What follows belongs to an exercise in optimizing a design on an open flow for small area; a production flow would make more cautious choices. Function was checked by simulation only, so behaviour that the tests miss may differ from the original. Power figures rest on the tool's default switching activity, not on a simulated workload.

## willow
==> flow/design.v <==
package fpau_pkg;
	typedef logic [32-1:0] fp_word_t;
	typedef enum logic [3:0] {
		OP_SGNJ  = 4'd2,
		OP_SGNJN = 4'd3,
		OP_SGNJX = 4'd4,
		OP_MAX   = 4'd5,
		OP_MIN   = 4'd6,
		OP_EQ    = 4'd7,
		OP_LT    = 4'd8,
		OP_LE    = 4'd9,
		OP_MOV   = 4'd10,
		OP_F2I   = 4'd11,
		OP_I2F   = 4'd12
	} fp_op_e;
endpackage
`timescale 1ns/1ps
module fpau_unit
(
	input  logic [31:0] a,
	input  logic [31:0] b,
	input  logic [3:0]  op,
	input  logic        uns,
	output logic [31:0] y
);
	logic sa, sb;
	assign sa = a[31];
	assign sb = b[31];
	logic lt31, eq, sdiff, klt, ult;
	always_comb
	begin
		lt31 = 1'b0;
		for (int i = 0; i < 31; i++)
			lt31 = (!a[i] && b[i]) || (!(a[i] ^ b[i]) && lt31);
	end
	assign eq    = &(a ~^ b);
	assign sdiff = sa ^ sb;
	assign klt   = sdiff ? sa : lt31;
	assign ult   = sdiff ? sb : lt31;
	logic d_sgnj, d_sgnjn, d_sgnjx, d_max, d_min, d_eq, d_lt, d_le, d_mov, d_f2i, d_i2f;
	assign d_sgnj  = op == 4'd2;
	assign d_sgnjn = op == 4'd3;
	assign d_sgnjx = op == 4'd4;
	assign d_max   = op == 4'd5;
	assign d_min   = op == 4'd6;
	assign d_eq    = op == 4'd7;
	assign d_lt    = op == 4'd8;
	assign d_le    = op == 4'd9;
	assign d_mov   = op == 4'd10;
	assign d_f2i   = op == 4'd11;
	assign d_i2f   = op == 4'd12;
	logic       neg;
	logic [7:0] e;
	logic       e_lt127, e_ge158, e_ge159, f2i_zero;
	logic [4:0] r;
	assign neg = !uns && sa;
	assign e = a[30:23];
	assign e_lt127 = !e[7] && !(&e[6:0]);
	assign e_ge158 = e[7] && (e[6] || e[5] || (&e[4:1]));
	assign e_ge159 = e[7] && (e[6] || e[5] || (&e[4:0]));
	assign f2i_zero = e_lt127 || (uns ? (sa || e_ge159) : e_ge158);
	always_comb
	begin
		logic bw;
		bw = 1'b1;
		for (int k = 0; k < 5; k++)
		begin
			r[k] = !e[k] ^ bw;
			bw = bw && e[k];
		end
	end
	logic [31:0] shin;
	always_comb
		for (int i = 0; i < 32; i++)
			if (i == 0)
				shin[i] = d_f2i || a[0];
			else if (i <= 23)
				shin[i] = d_f2i ? a[23 - i] : a[i];
			else
				shin[i] = !d_f2i && a[i];
	logic [31:0] s4, s3, s2, s1, s0;
	logic [4:0]  lz;
	assign lz[4] = d_f2i ? r[4] : (neg ? &shin[31:16] : ~|shin[31:16]);
	assign s4 = lz[4] ? {shin[15:0], 16'd0} : shin;
	assign lz[3] = d_f2i ? r[3] : (neg ? &s4[31:24] : ~|s4[31:24]);
	assign s3 = lz[3] ? {s4[23:0], 8'd0} : s4;
	assign lz[2] = d_f2i ? r[2] : (neg ? &s3[31:28] : ~|s3[31:28]);
	assign s2 = lz[2] ? {s3[27:0], 4'd0} : s3;
	assign lz[1] = d_f2i ? r[1] : (neg ? &s2[31:30] : ~|s2[31:30]);
	assign s1 = lz[1] ? {s2[29:0], 2'd0} : s2;
	assign lz[0] = d_f2i ? r[0] : (neg ? s1[31] : !s1[31]);
	assign s0 = lz[0] ? {s1[30:0], 1'd0} : s1;
	logic [31:0] nin, nout;
	always_comb
	begin
		logic any;
		for (int i = 0; i < 32; i++)
			nin[i] = d_f2i ? s0[31 - i] : s0[i];
		any = 1'b0;
		for (int i = 0; i < 32; i++)
		begin
			nout[i] = nin[i] ^ (neg && any);
			any = any || nin[i];
		end
	end
	logic       ovf, i2f_zero;
	logic [4:0] lzp1;
	logic [7:0] i2f_exp;
	assign ovf = !nout[31];
	assign i2f_zero = !neg && !nout[31];
	always_comb
	begin
		logic c;
		c = 1'b1;
		for (int k = 0; k < 5; k++)
		begin
			lzp1[k] = lz[k] ^ c;
			c = c && lz[k];
		end
	end
	assign i2f_exp = (&lz && !ovf) ? 8'h7F : {3'b100, ovf ? ~lz : ~lzp1};
	logic pick_b, sel_a, sel_b, sel_f, sel_i;
	assign pick_b = (d_max && klt) || (d_min && !klt);
	assign sel_b = pick_b;
	assign sel_a = d_sgnj || d_sgnjn || d_sgnjx || d_mov || ((d_max || d_min) && !pick_b);
	assign sel_f = d_f2i && !f2i_zero;
	assign sel_i = d_i2f && !i2f_zero;
	always_comb
	begin
		for (int i = 0; i < 31; i++)
			y[i] = (sel_a && a[i]) || (sel_b && b[i]) || (sel_f && nout[i])
				|| (sel_i && (i < 23 ? nout[i + 8] : i2f_exp[i - 23]));
		y[0] = y[0] || (d_eq && eq) || (d_lt && ult) || (d_le && (ult || eq));
		y[31] = (d_sgnj && sb) || (d_sgnjn && !sb) || (d_sgnjx && sdiff)
			|| (((d_max || d_min) && !pick_b || d_mov) && sa) || (sel_b && sb)
			|| (sel_f && nout[31]) || (sel_i && neg);
	end
endmodule
`timescale 1ns/1ps
module fpau_top
(
	input  logic                    pclk,
	input  logic                    rst_n,
	input  logic                    psel,
	input  logic                    penable,
	input  logic                    pwrite,
	input  logic [5-1:0] paddr,
	input  fpau_pkg::fp_word_t      pwdata,
	output fpau_pkg::fp_word_t      prdata,
	output logic                    pready,
	output logic                    pslverr
);
	logic [31:0] opa_q;
	logic [31:0] opb_q;
	logic [3:0]  op_q;
	logic        uns_q;
	logic [31:0] res_q;
	logic        done_q;
	logic        pend_q;    
	logic access, wr, wr_a, wr_b, launch;
	assign access = psel && penable;
	assign wr     = access && pwrite;
	assign wr_a   = wr && paddr == 5'h00;
	assign wr_b   = wr && paddr == 5'h04;
	assign launch = wr && paddr == 5'h08;
	assign pready  = 1'b1;
	assign pslverr = access && ((paddr[4] && paddr[3:0] != 4'd0)
		|| (pwrite && (paddr == 5'h0C || paddr == 5'h10)));
	logic rd_a, rd_b, rd_c, rd_r, rd_s;
	assign rd_a = paddr == 5'h00;
	assign rd_b = paddr == 5'h04;
	assign rd_c = paddr == 5'h08;
	assign rd_r = paddr == 5'h0C;
	assign rd_s = paddr == 5'h10;
	always_comb
	begin
		prdata = ({32{rd_a}} & opa_q) | ({32{rd_b}} & opb_q) | ({32{rd_r}} & res_q);
		prdata[3:0] = prdata[3:0] | ({4{rd_c}} & op_q);
		prdata[4] = prdata[4] | (rd_c && uns_q);
		prdata[0] = prdata[0] | (rd_s && done_q);
	end
	logic [31:0] result;
	fpau_unit u_unit (
		.a   (opa_q),
		.b   (opb_q),
		.op  (op_q),
		.uns (uns_q),
		.y   (result)
	);
	logic ld_a, hd_a, ld_b, hd_b, ld_r, hd_r;
	assign ld_a = rst_n && wr_a;
	assign hd_a = rst_n && !wr_a;
	assign ld_b = rst_n && wr_b;
	assign hd_b = rst_n && !wr_b;
	logic ld_c, hd_c;
	assign ld_c = rst_n && launch;
	assign hd_c = rst_n && !launch;
	assign ld_r = rst_n && pend_q;
	assign hd_r = rst_n && !pend_q;
	always_ff @(posedge pclk)
	begin
		opa_q  <= ({32{ld_a}} & pwdata) | ({32{hd_a}} & opa_q);
		opb_q  <= ({32{ld_b}} & pwdata) | ({32{hd_b}} & opb_q);
		res_q  <= ({32{ld_r}} & result) | ({32{hd_r}} & res_q);
		op_q   <= ({4{ld_c}} & pwdata[3:0]) | ({4{hd_c}} & op_q);
		uns_q  <= (ld_c && pwdata[4]) || (hd_c && uns_q);
		done_q <= ld_c || (hd_c && done_q);
		pend_q <= ld_c;
	end
endmodule
Settings: LEC_CHECK=0, ABC_AREA=1, CAP_MARGIN=20, CORE_MARGIN=2, CORE_UTILIZATION=40, SLEW_MARGIN=20; clock period 10.0 ns.
run.sh (not shown) runs the stock make flow with config.mk's settings and CLKGATE_MAP_FILE= SYNTH_SCRIPT=/design/flow/synth_recipe.tcl, a recipe that flattens the netlist after the stock synthesis.
Modified inputs, sierra compared to willow
--- a/flow/design.v
+++ b/flow/design.v
@@ -153,13 +153,12 @@
 	logic [31:0] opa_q;
 	logic [31:0] opb_q;
 	logic [3:0]  op_q;
 	logic        uns_q;
 	logic [31:0] res_q;
 	logic        done_q;
-	logic        pend_q;    
 	logic access, wr, wr_a, wr_b, launch;
 	assign access = psel && penable;
 	assign wr     = access && pwrite;
 	assign wr_a   = wr && paddr == 5'h00;
 	assign wr_b   = wr && paddr == 5'h04;
 	assign launch = wr && paddr == 5'h08;
@@ -180,31 +179,27 @@
 		prdata[0] = prdata[0] | (rd_s && done_q);
 	end
 	logic [31:0] result;
 	fpau_unit u_unit (
 		.a   (opa_q),
 		.b   (opb_q),
-		.op  (op_q),
-		.uns (uns_q),
+		.op  (pwdata[3:0]),
+		.uns (pwdata[4]),
 		.y   (result)
 	);
 	logic ld_a, hd_a, ld_b, hd_b, ld_r, hd_r;
 	assign ld_a = rst_n && wr_a;
 	assign hd_a = rst_n && !wr_a;
 	assign ld_b = rst_n && wr_b;
 	assign hd_b = rst_n && !wr_b;
-	logic ld_c, hd_c;
-	assign ld_c = rst_n && launch;
-	assign hd_c = rst_n && !launch;
-	assign ld_r = rst_n && pend_q;
-	assign hd_r = rst_n && !pend_q;
+	assign ld_r = rst_n && launch;
+	assign hd_r = rst_n && !launch;
 	always_ff @(posedge pclk)
 	begin
 		opa_q  <= ({32{ld_a}} & pwdata) | ({32{hd_a}} & opa_q);
 		opb_q  <= ({32{ld_b}} & pwdata) | ({32{hd_b}} & opb_q);
 		res_q  <= ({32{ld_r}} & result) | ({32{hd_r}} & res_q);
-		op_q   <= ({4{ld_c}} & pwdata[3:0]) | ({4{hd_c}} & op_q);
-		uns_q  <= (ld_c && pwdata[4]) || (hd_c && uns_q);
-		done_q <= ld_c || (hd_c && done_q);
-		pend_q <= ld_c;
+		op_q   <= ({4{ld_r}} & pwdata[3:0]) | ({4{hd_r}} & op_q);
+		uns_q  <= (ld_r && pwdata[4]) || (hd_r && uns_q);
+		done_q <= ld_r || (hd_r && done_q);
 	end
 endmodule
==> comparison <==
- willow has a higher final wirelength than sierra.
- The relative area of clock buffers and inverters in the final design was comparable across sierra and willow.
- Diff sierra..willow | share of the yosys chip area belonging to registers | negligible
- sierra vs willow: first-pass GRT wire length down by a few percent
- Looking at maximum number of pins on one net before global-route repair, sierra sits about 16% lower than willow does.
- Mean cell area of the mapped netlist across sierra and willow: no real change.
- Number of global-route vias before repair grows by a few percent when moving from willow to sierra.
- Count of placed standard cells including taps of willow is on par with sierra.
- In the flow results for sierra and willow, the combinational power is smaller on willow.
- Comparing global-route usage for sierra and willow, the bigger number came from sierra.
- Fmax: sierra below willow
- sierra -> willow: standard cell area after detailed placement flat

## static timing again, ports no longer ideal
Ports are ideal in the flow. The routed layouts listed here were re-timed in OpenROAD.
Step 1: set_driving_cell puts a clkbuf_16 on pclk and a buf_2 on each other input, an assumption about the parent block.
Step 2 adds t to the input delays and takes it off the output delays; t is the mean of the earliest and latest rising clock arrival at the registers after step 1. Input paths then give back, and output paths get back, about the clock's delay inside the block.
Three values: no drivers, after step 1, after step 2; two values: the first two.
run | t (ns) | setup WS [ns] | worst data-port slew with drivers (ns)
willow | 0.401 | 1.148 / 1.148 / 1.148 | 0.05
sierra | 0.406 | 0.837 / 0.859 / 0.453 | 0.04
After both steps every run listed still meets setup and hold. The setup slack of sierra, which loses most, moves by +0.022 ns with the drivers and by -0.384 ns with both steps.
